This design comes from an exercise in tuning for small area on the open sky130 flow, not from production work. Function was checked by simulation only, so behaviour that the tests miss may differ from the original.

// pst_brain_core
module pst_brain_core (
  input  logic       clk,
  input  logic       rst,
  input  logic [7:0] cur0,
  input  logic [7:0] cur1,
  input  logic [7:0] cur2,
  input  logic [7:0] cur3,
  output logic [7:0] phase0,
  output logic [7:0] phase1,
  output logic [7:0] phase2,
  output logic [7:0] phase3,
  output logic [2:0] winner,
  output logic [7:0] winner_score,
  output logic [7:0] winner_rel,
  output logic [7:0] w_ab,
  output logic [7:0] w_ac,
  output logic [7:0] w_ad,
  output logic [7:0] w_bc,
  output logic [7:0] w_bd,
  output logic [7:0] w_cd,
  output logic [7:0] seq_slot_A,
  output logic [7:0] seq_slot_B,
  output logic       seq_force_valid,
  output logic [7:0] seq_force_pred,
  output logic [7:0] pred_out,
  output logic [7:0] pred_err,
  output logic       reward_out,
  output logic [2:0] gamma_cnt,
  output logic [2:0] theta_cnt,
  output logic       theta_tick,
  output logic       episode_last,
  output logic [2:0] ep_winner,
  output logic [3:0] ep_strength,
  output logic       ep_valid,
  output logic       exploit_mode,
  output logic       explore_mode,
  output logic [1:0] confidence_level,
  output logic       err_explore,
  output logic       delta_tick,
  output logic [2:0] topic_winner,
  output logic [2:0] topic_strength,
  output logic       topic_valid
);
==> flow/config.mk <==
export PLATFORM = sky130hd
export DESIGN_NAME = pst_brain_core
export DESIGN_NICKNAME = pst_brain_core
export VERILOG_FILES = /design/flow/design.v
export SDC_FILE = /design/flow/constraint.sdc
export NUM_CORES = 4
export LEC_CHECK = 0
export CAP_MARGIN = 0
export CORE_MARGIN = 2
export CORE_UTILIZATION = 80
export GPL_TIMING_DRIVEN = 0
export SLEW_MARGIN = 0
==> flow/constraint.sdc <==
create_clock -name core_clock -period 50.0 [get_ports {clk}]
set_input_delay 10.0000 -clock core_clock [delete_from_list [all_inputs] [get_ports {clk}]]
set_output_delay 10.0000 -clock core_clock [all_outputs]
set_load 0.01 [all_outputs]
standard.sh (not shown) runs the stock make flow with config.mk's settings and CLKGATE_MAP_FILE= SYNTH_SCRIPT=/design/flow/synth_recipe.tcl, a recipe that flattens the netlist after the stock synthesis.
==> flow/flow/run.sh <==
#!/bin/bash
# Own layout flow: the standard ORFS layout, with an area-oriented synthesis (ripple
# adders left to ABC, no half/full-adder cell extraction, an area ABC script) and minimum-size
# port buffers. Each tool's output goes to its own log file in this folder.
set -euo pipefail
W=$(pwd)
# Synthesis script: the standard flow's own, with the ABC mapping script replaced by flow/area.abc.
{
  head -n 1 synth_recipe.tcl
  cat <<EOT
proc abc {args} {
  set i [lsearch -exact \$args -script]
  if { \$i >= 0 } { set args [lreplace \$args \$i [expr {\$i + 1}] -script $W/flow/area.abc] }
  yosys abc {*}\$args
}
EOT
  tail -n +2 synth_recipe.tcl
} > my_synth.tcl
bash standard.sh synth SYNTH_SCRIPT=$W/my_synth.tcl ADDER_MAP_FILE= SYNTH_OPERATIONS_ARGS=-noshare \
  > synth.log 2>&1
bash standard.sh finish SYNTH_SCRIPT=$W/my_synth.tcl ADDER_MAP_FILE= SYNTH_OPERATIONS_ARGS=-noshare \
  "BUFFER_PORTS_ARGS=-buffer_cell sky130_fd_sc_hd__buf_1" \
  "CTS_ARGS=-sink_clustering_enable -repair_clock_nets -dont_use_dummy_load -buf_list sky130_fd_sc_hd__clkbuf_8 -sink_clustering_size 16 -sink_clustering_max_diameter 45" \
  > layout.log 2>&1
==> flow/flow/area.abc <==
strash; dc2; drw; drf; dc2; strash; dch -f; amap; strash; dc2; drw; drf; dc2; strash; dch -f; amap
The baseline never finished: it broke off in 3_3_place_gp.
Then changed:
--- a/flow/flow/run.sh
+++ b/flow/flow/run.sh
@@ -21,4 +21,4 @@
 bash standard.sh finish SYNTH_SCRIPT=$W/my_synth.tcl ADDER_MAP_FILE= SYNTH_OPERATIONS_ARGS=-noshare \
   "BUFFER_PORTS_ARGS=-buffer_cell sky130_fd_sc_hd__buf_1" \
-  "CTS_ARGS=-sink_clustering_enable -repair_clock_nets -dont_use_dummy_load -buf_list sky130_fd_sc_hd__clkbuf_8 -sink_clustering_size 16 -sink_clustering_max_diameter 45" \
+  "CTS_ARGS=-sink_clustering_enable -repair_clock_nets -dont_use_dummy_load -buf_list sky130_fd_sc_hd__clkbuf_8 -sink_clustering_size 14 -sink_clustering_max_diameter 60" \
   > layout.log 2>&1
Settings changed: CORE_UTILIZATION 80 to 70.
=> This time the run produced a clean layout; synthesized cell count stays the same; area after synthesis does not change.

re-timing with driven ports:
No port has a modelled driver above. Below, the same layout with a new extraction and two added sets of constraints. Step 1: set_driving_cell puts a clkbuf_16 on clk and a buf_2 on each other input, an assumption about the parent block. Step 2 also shifts input and output timing later by t, the mid clock arrival at the registers, as if the neighbouring blocks saw the same clock. Three values: ideal ports, drivers, drivers and shift; two values: the first two.
run: the second run
shift t [ns]: 0.587
setup slack, ns: 17.179 / 17.202 / 16.615
latest minus earliest clock arrival (ns): 0.048 / 0.049
cell pins on the clock port's net: 1
After both steps the second run still meets setup and hold. The setup slack of the second run moves by +0.023 ns with the drivers and by -0.564 ns with both steps.
